What follows belongs to an exercise in optimizing a design on an open flow for small area; a production flow would make more cautious choices.
Function was checked by simulation only, so behaviour that the tests miss may differ from the original.
No activity file was given, so power comes from the tool's default toggle rates.

### flow/constraint.sdc
create_clock -name core_clock -period 4.0 [get_ports {clk}]
set_input_delay 0.8000 -clock core_clock [delete_from_list [all_inputs] [get_ports {clk}]]
set_output_delay 0.8000 -clock core_clock [all_outputs]
set_load 0.01 [all_outputs]
### flow/config.mk
export PLATFORM = sky130hd
export DESIGN_NAME = tx_mux_top
export DESIGN_NICKNAME = tx_mux_top
export VERILOG_FILES = /design/flow/design.v
export SDC_FILE = /design/flow/constraint.sdc
export NUM_CORES = 4
export LEC_CHECK = 0
export CAP_MARGIN = 20
export CORE_MARGIN = 2
export CORE_UTILIZATION = 40
export PLACE_DENSITY = 0.6
export SLEW_MARGIN = 20
### flow/run.sh
#!/bin/bash
# synth_recipe.tcl (not shown) runs the flow's synth.tcl, then flattens the netlist and writes it again
# the make line also repeats each setting of config.mk as NAME=value (left out here)
make -C /OpenROAD-flow-scripts/flow DESIGN_CONFIG=/design/flow/config.mk WORK_HOME=/design/flow/orfs CLKGATE_MAP_FILE= SYNTH_SCRIPT=/design/flow/synth_recipe.tcl finish
### flow/design.v
`default_nettype none
package tx_mux_pkg;
    localparam int N_PORTS        = 4;
    localparam int PORT_W         = 2;
    localparam int FIFO_DEPTH     = 8;
    localparam int CNT_W          = 4;
    localparam int ALMFULL_THRESH = 6;
    localparam int ADDR_W = 24;
    localparam int TAG_W  = 8;
    localparam int DATA_W = 8;
    localparam int REQ_W  = 32;
    localparam logic KIND_RD = 1'b0;
    localparam logic KIND_WR = 1'b1;
    localparam int UPPER_LSB = ADDR_W;
endpackage
`default_nettype wire
`timescale 1ns/1ps
`default_nettype none
import tx_mux_pkg::*;
module req_enqueue
(
    input  logic              clk,
    input  logic              reset_q,
    input  logic              src_valid,
    input  logic              src_is_write,
    input  logic [ADDR_W-1:0] src_addr,
    input  logic [TAG_W-1:0]  src_tag,
    input  logic [DATA_W-1:0] src_data,
    input  logic              full,
    output logic              push,
    output logic              push_kind,
    output logic [REQ_W-1:0]  push_word
);
    logic [REQ_W-1:0] packed_word;
    logic      valid_q;
    logic      kind_q;
    logic [REQ_W-1:0] word_q;
    always_comb
    begin
        if (src_is_write)
        begin
            packed_word = {src_data, src_addr};
        end
        else
        begin
            packed_word = {src_tag, src_addr};
        end
    end
    always_ff @(posedge clk)
    begin
        if (reset_q)
        begin
            valid_q <= 1'b0;
        end
        else
        begin
            valid_q <= src_valid;
        end
    end
    always_ff @(posedge clk)
    begin
        if (src_valid)
        begin
            kind_q <= src_is_write ? KIND_WR : KIND_RD;
            word_q <= packed_word;
        end
    end
    assign push      = valid_q && !full;
    assign push_kind = kind_q;
    assign push_word = word_q;
endmodule
`default_nettype wire
`timescale 1ns/1ps
`default_nettype none
import tx_mux_pkg::*;
module req_fifo
(
    input  logic      clk,
    input  logic      reset_q,
    input  logic      push,
    input  logic      push_kind,
    input  logic [REQ_W-1:0] push_word,
    input  logic      pop,
    output logic [REQ_W-1:0] head_word,
    output logic      head_kind,
    output logic      not_empty,
    output logic      full,
    output logic      almost_full
);
    logic [REQ_W-1:0]              word_mem [FIFO_DEPTH];
    logic [FIFO_DEPTH-1:0]         kind_mem;
    logic [$clog2(FIFO_DEPTH)-1:0] wr_ptr;
    logic [$clog2(FIFO_DEPTH)-1:0] rd_ptr;
    logic [CNT_W-1:0]              count;
    always_ff @(posedge clk)
    begin
        if (push)
        begin
            word_mem[wr_ptr] <= push_word;
            kind_mem[wr_ptr] <= push_kind;
        end
    end
    always_ff @(posedge clk)
    begin
        if (reset_q)
        begin
            wr_ptr <= '0;
            rd_ptr <= '0;
        end
        else
        begin
            if (push)
            begin
                wr_ptr <= wr_ptr + 1'b1;
            end
            if (pop)
            begin
                rd_ptr <= rd_ptr + 1'b1;
            end
        end
    end
    always_ff @(posedge clk)
    begin
        if (reset_q)
        begin
            count <= '0;
        end
        else
        begin
            case ({push, pop})
                2'b10:   count <= count + 1'b1;
                2'b01:   count <= count - 1'b1;
                default: count <= count;
            endcase
        end
    end
    assign head_word   = word_mem[rd_ptr];
    assign head_kind   = kind_mem[rd_ptr];
    assign not_empty   = (count != '0);
    assign full        = (count == CNT_W'(FIFO_DEPTH));
    assign almost_full = (count >= CNT_W'(ALMFULL_THRESH));
endmodule
`default_nettype wire
`timescale 1ns/1ps
`default_nettype none
import tx_mux_pkg::*;
module rr_dequeue
(
    input  logic                    clk,
    input  logic                    reset_q,
    input  logic                    rd_almfull,
    input  logic                    wr_almfull,
    input  logic [N_PORTS-1:0][REQ_W-1:0] head_word,
    input  logic [N_PORTS-1:0]      head_kind,
    input  logic [N_PORTS-1:0]      not_empty,
    output logic [N_PORTS-1:0]      pop,
    output logic                    rd_valid,
    output logic [ADDR_W-1:0]       rd_addr,
    output logic [TAG_W-1:0]        rd_tag,
    output logic [PORT_W-1:0]       rd_port,
    output logic                    wr_valid,
    output logic [ADDR_W-1:0]       wr_addr,
    output logic [DATA_W-1:0]       wr_data,
    output logic [PORT_W-1:0]       wr_port
);
    logic [PORT_W-1:0]  slot_q;
    logic               rd_almfull_q;
    logic               wr_almfull_q;
    logic               slot_blocked;
    logic [N_PORTS-1:0] pop_next;
    logic [N_PORTS-1:0] pop_q;
    logic [PORT_W-1:0]  pop_port_q;
    logic               pop_any;
    logic [REQ_W-1:0]          pop_word;
    logic               pop_kind;
    always_comb
    begin
        slot_blocked = (head_kind[slot_q] == KIND_WR) ? wr_almfull_q : rd_almfull_q;
        pop_next     = '0;
        if (not_empty[slot_q] && !slot_blocked)
        begin
            pop_next[slot_q] = 1'b1;
        end
    end
    always_ff @(posedge clk)
    begin
        if (reset_q)
        begin
            slot_q       <= '0;
            rd_almfull_q <= 1'b0;
            wr_almfull_q <= 1'b0;
            pop_q        <= '0;
        end
        else
        begin
            slot_q       <= slot_q + 1'b1;
            rd_almfull_q <= rd_almfull;
            wr_almfull_q <= wr_almfull;
            pop_q        <= pop_next;
        end
    end
    always_ff @(posedge clk)
    begin
        pop_port_q <= slot_q;
    end
    assign pop_any  = |pop_q;
    assign pop_word = head_word[pop_port_q];
    assign pop_kind = head_kind[pop_port_q];
    always_ff @(posedge clk)
    begin
        if (reset_q)
        begin
            rd_valid <= 1'b0;
            wr_valid <= 1'b0;
        end
        else
        begin
            rd_valid <= pop_any && (pop_kind == KIND_RD);
            wr_valid <= pop_any && (pop_kind == KIND_WR);
        end
    end
    always_ff @(posedge clk)
    begin
        if (pop_any)
        begin
            if (pop_kind == KIND_WR)
            begin
                wr_addr <= pop_word[ADDR_W-1:0];
                wr_data <= pop_word[UPPER_LSB +: DATA_W];
                wr_port <= pop_port_q;
            end
            else
            begin
                rd_addr <= pop_word[ADDR_W-1:0];
                rd_tag  <= pop_word[UPPER_LSB +: TAG_W];
                rd_port <= pop_port_q;
            end
        end
    end
    assign pop = pop_q;
endmodule
`default_nettype wire
`timescale 1ns/1ps
`default_nettype none
import tx_mux_pkg::*;
module tx_mux_top
(
    input  logic                           clk,
    input  logic                           reset_q,
    input  logic [N_PORTS-1:0]             src_valid,
    input  logic [N_PORTS-1:0]             src_is_write,
    input  logic [N_PORTS-1:0][ADDR_W-1:0] src_addr,
    input  logic [N_PORTS-1:0][TAG_W-1:0]  src_tag,
    input  logic [N_PORTS-1:0][DATA_W-1:0] src_data,
    output logic [N_PORTS-1:0]             src_almfull,
    input  logic                           rd_almfull,
    input  logic                           wr_almfull,
    output logic                           rd_valid,
    output logic [ADDR_W-1:0]              rd_addr,
    output logic [TAG_W-1:0]               rd_tag,
    output logic [PORT_W-1:0]              rd_port,
    output logic                           wr_valid,
    output logic [ADDR_W-1:0]              wr_addr,
    output logic [DATA_W-1:0]              wr_data,
    output logic [PORT_W-1:0]              wr_port
);
    logic [N_PORTS-1:0]      push;
    logic [N_PORTS-1:0]      push_kind;
    logic [N_PORTS-1:0][REQ_W-1:0] push_word;
    logic [N_PORTS-1:0]      full;
    logic [N_PORTS-1:0][REQ_W-1:0] head_word;
    logic [N_PORTS-1:0]      head_kind;
    logic [N_PORTS-1:0]      not_empty;
    logic [N_PORTS-1:0]      pop;
    generate
        for (genvar i = 0; i < N_PORTS; i++)
        begin : g_port
            req_enqueue u_enq (
                .clk          (clk),
                .reset_q      (reset_q),
                .src_valid    (src_valid[i]),
                .src_is_write (src_is_write[i]),
                .src_addr     (src_addr[i]),
                .src_tag      (src_tag[i]),
                .src_data     (src_data[i]),
                .full         (full[i]),
                .push         (push[i]),
                .push_kind    (push_kind[i]),
                .push_word    (push_word[i])
            );
            req_fifo u_fifo (
                .clk          (clk),
                .reset_q      (reset_q),
                .push         (push[i]),
                .push_kind    (push_kind[i]),
                .push_word    (push_word[i]),
                .pop          (pop[i]),
                .head_word    (head_word[i]),
                .head_kind    (head_kind[i]),
                .not_empty    (not_empty[i]),
                .full         (full[i]),
                .almost_full  (src_almfull[i])
            );
        end
    endgenerate
    rr_dequeue u_deq (
        .clk        (clk),
        .reset_q    (reset_q),
        .rd_almfull (rd_almfull),
        .wr_almfull (wr_almfull),
        .head_word  (head_word),
        .head_kind  (head_kind),
        .not_empty  (not_empty),
        .pop        (pop),
        .rd_valid   (rd_valid),
        .rd_addr    (rd_addr),
        .rd_tag     (rd_tag),
        .rd_port    (rd_port),
        .wr_valid   (wr_valid),
        .wr_addr    (wr_addr),
        .wr_data    (wr_data),
        .wr_port    (wr_port)
    );
endmodule
`default_nettype wire
==> summary.txt <==
Worst Hold Depth - 0
Power Density - 513 nW/um^2
Clock Sinks - 1,324
main area contributors after synthesis - edfxtp_1, mux4_2, mux2i_1
clock power share - 0.420
number of global-route vias before repair - 24,878
post-synth top area share - 0.747
final max-slew violation count - 0
post-synthesis sequential area ratio - 0.774
Remaining DRCs - 0
Antenna Violating Nets Remaining - 0
Final Hold Viols - 0
# hold bufs at CTS - 0
initial antenna violation count - 10
commonest non-fill, non-tap cell in the layout - edfxtp_1
Rel. slew slack - 0.331
Setup CP Type - flop to flop
H-tree depth - 4
setup violators final - 0
Total Wirelength - 119 mm
Max-Cap Viols - 0
DR vias - 23,709
die area - 129,000 sq um
Ys Warns - 3
crit path DAT - 3420 ps
post-synthesis mux area share - 0.172
Initial Utilization - 0.403
# resized after CTS - 0
Core Area - 125,000 sq um
Slew @ Worst Pin - 1000 ps
port bufs - 245
largest family of logic cells by synthesized area - multiplexers
first-pass GRT wire length - 172 mm
CTS tree - done
worst hold-check path type - flop to flop
setup bufs post-CTS - 0
area delta synth->final - 19.0%
CTS Buffer Depth - 3
reg2reg path depth - 5
Hold Slack - 453 ps
post-route setup slack - 1050 ps
dpl hpwl - 74.4 mm
Leak - 18.8 nW
worst vdd ir - 0.509 mV
required time of the critical path - 4480 ps
sink of the worst hold path - u_deq.pop_port_q[1]
drt wl/cell - 26.7 microns
Hold Path Origin - u_deq.slot_q[1]
Seq pwr share - 0.524
Post-Route Setup TNS - 0 ps
gr ovfl total - 0
CP Launch Type - flop
initial DRC count - 2,155
Reg clk slew, reported paths - 60 ps
Mean Syn Cell Area - 21.8 sq um
Int Pwr - 24.2 mW
clock latency (worst-skew pair) - 740 ps
post-synthesis compound-gate area fraction - 0.00741
CTS root buf - clkbuf_16
largest net degree at the start of global routing - 65
Reg2Reg Setup Slack - 1050 ps
Synth Area in Simple Gates - 0.0191
synthesized area - 50,500 sq um
FP Rows - 130
cell taking the most area after synthesis - edfxtp_1
Ports - 246
Post-Syn Instances - 2,312
Achievable Freq - 0.339 GHz
GP Congestion - 0.783
syn_nets - 2,521
Max Clock Skew - 25.8 ps
Chip Width - 359 microns
unrepaired setup endpoints after global routing - false
Num CTS Buffers - 140
most frequent cells in the layout - edfxtp_1, mux4_2, clkdlybuf4s50_1
pre-CTS WS - 1040 ps
Switching Share - 0.215
Die H - 359 microns
Synth Area in Adders - 0.00916
Pre-antenna DRT Iters - 5
CP Max Fanout - 25
Synth Area in XOR/XNOR - 0.00624
GRT Util Overall - 0.184
Net count, final - 2,877
#FFs+latches synth - 1,324
P_sw - 6.65 mW
Comb power frac - 0.056
Netlist cell types - 37
layout cells sized above 1 - 0.245
Worst Setup End Kind - flop
final worst path period share - 0.737
fin crit period - 2950 ps
status - no timing/DRC/antenna violations
Vias/cell - 5.35
r2r endpoint - u_deq.wr_addr[22]
-- worst max-delay path by stage --
stage | slack (ps) | endpoint | cells after the start
floorplan | 100 | g_port[3].u_fifo.word_mem[0][0] | 7
global placement | 1120 | u_deq.rd_addr[19] | 6
detailed placement | 1040 | u_deq.rd_addr[19] | 6
CTS | 1040 | u_deq.rd_addr[19] | 6
global route | 930 | u_deq.rd_addr[19] | 6
finish | 1050 | u_deq.wr_addr[22] | 5
-- state kept, by name, summed over array words and instances, names as in the netlist, 8 cells and up, named ones only --
signal / flops
g_port.u_fifo.word_mem: 1024
g_port.u_enq.word_q: 128
g_port.u_fifo.kind_mem: 32
u_deq.rd_addr: 24
u_deq.wr_addr: 24
g_port.u_fifo.count: 16
g_port.u_fifo.rd_ptr: 12
g_port.u_fifo.wr_ptr: 12
u_deq.rd_tag: 8
u_deq.wr_data: 8
-- cell families after synthesis --
family / count (synthesis)
AOI/OAI and AO/OA: 64
xor gates and xnor gates: 36
adders and majority gates: 37
buffers and inverters: 155
DFF: 1324
muxes: 488
and+or+nand+nor: 208
-- per-stage QoR --
stage	instances	power, mW	instance area [sq um]	util
5_1_grt	4429	31.9	60100	0.479
2_1_floorplan	2312	17.2	50500	-
3_5_place_dp	4176	18.2	55400	0.442
6_report	4434	30.9	60100	0.479
3_3_place_gp	4176	18.1	55400	0.442
4_1_cts	4429	31.2	60100	0.479
-- cell usage after synthesis --
cell type,instances
edfxtp_1,1256
mux4_2,291
mux2i_1,140
nand2_1,70
dfxtp_1,68
nor2_1,60
clkbuf_1,58
mux2_2,51
inv_1,46
ha_1,37
buf_2,28
o21ai_0,26
xor2_1,25
nor3_1,21
a21oi_1,20
buf_1,16
xnor2_1,11
nor2b_1,9
nand3_1,8
nor4_1,8
or3_1,7
and3_1,6
mux4_1,6
nand3b_1,5
o211ai_1,5
a21o_1,4
and2_1,4
buf_4,4
nand4b_1,4
inv_2,3
nand2b_1,3
nor4bb_1,3
o22a_1,3
a221oi_1,2
a22o_1,2
a211oi_1,1
o21bai_1,1
-- power groups by stage --
stage	logic, mW	clock network (mW)	registers, mW
floorplan	0.946	0	16.2
global route	1.84	13.8	16.2
CTS	1.76	13.2	16.2
finish	1.72	13.0	16.2
detailed placement	1.75	0	16.5
global placement	1.72	0	16.4
-- area by class of cell --
cell class,count,area [sq um]
timing repair buffer,320,3110
antenna,5,12.5
sequential,1324,39100
clock inverter,90,982
tap,1650,2060
clock buffer,163,3660
fill,10099,65300
multi-input combinational,833,11000
inverter,49,184
-- layer usage --
layer,part of all wire,global-route usage,up-vias
met4,0.017,0.0448,0
met5,0,0,-
li1,-,-,10212
met1,0.42,0.250,12570
met3,0.066,0.0387,139
met2,0.49,0.304,788
-- worst max-delay path: stages, from the launching register on --
cell and delay, ps:
dfxtp_4 670, buf_12 280, mux4_2 520, mux2i_1 710, mux4_2 400, inv_1 60

==> what the ideal ports hide <==
The flow's constraints put no driver on any port. The routed layout listed below was extracted and timed again, unchanged, in two steps.
Step 1, drivers: a clkbuf_16 drives clk and a buf_2 each remaining input, both assumed.
Step 2, shift: input delay + t, output delay - t, t = (earliest + latest rising clock arrival at the registers) / 2. This alone moves slack from input paths to output paths.
a / b / c = ideal / step 1 / step 2; a / b = the first two.
t (ns): 0.796
setup WS [ns]: 1.054 / 1.032 / 1.054
worst setup path after step 2: register to register
clock arrival spread, ns: 0.029 / 0.029
worst register clock-pin slew, ns: 0.07 / 0.07
After both steps this run still meets setup and hold. The setup slack of this run moves by -0.022 ns with the drivers and by 0.000 ns with both steps.
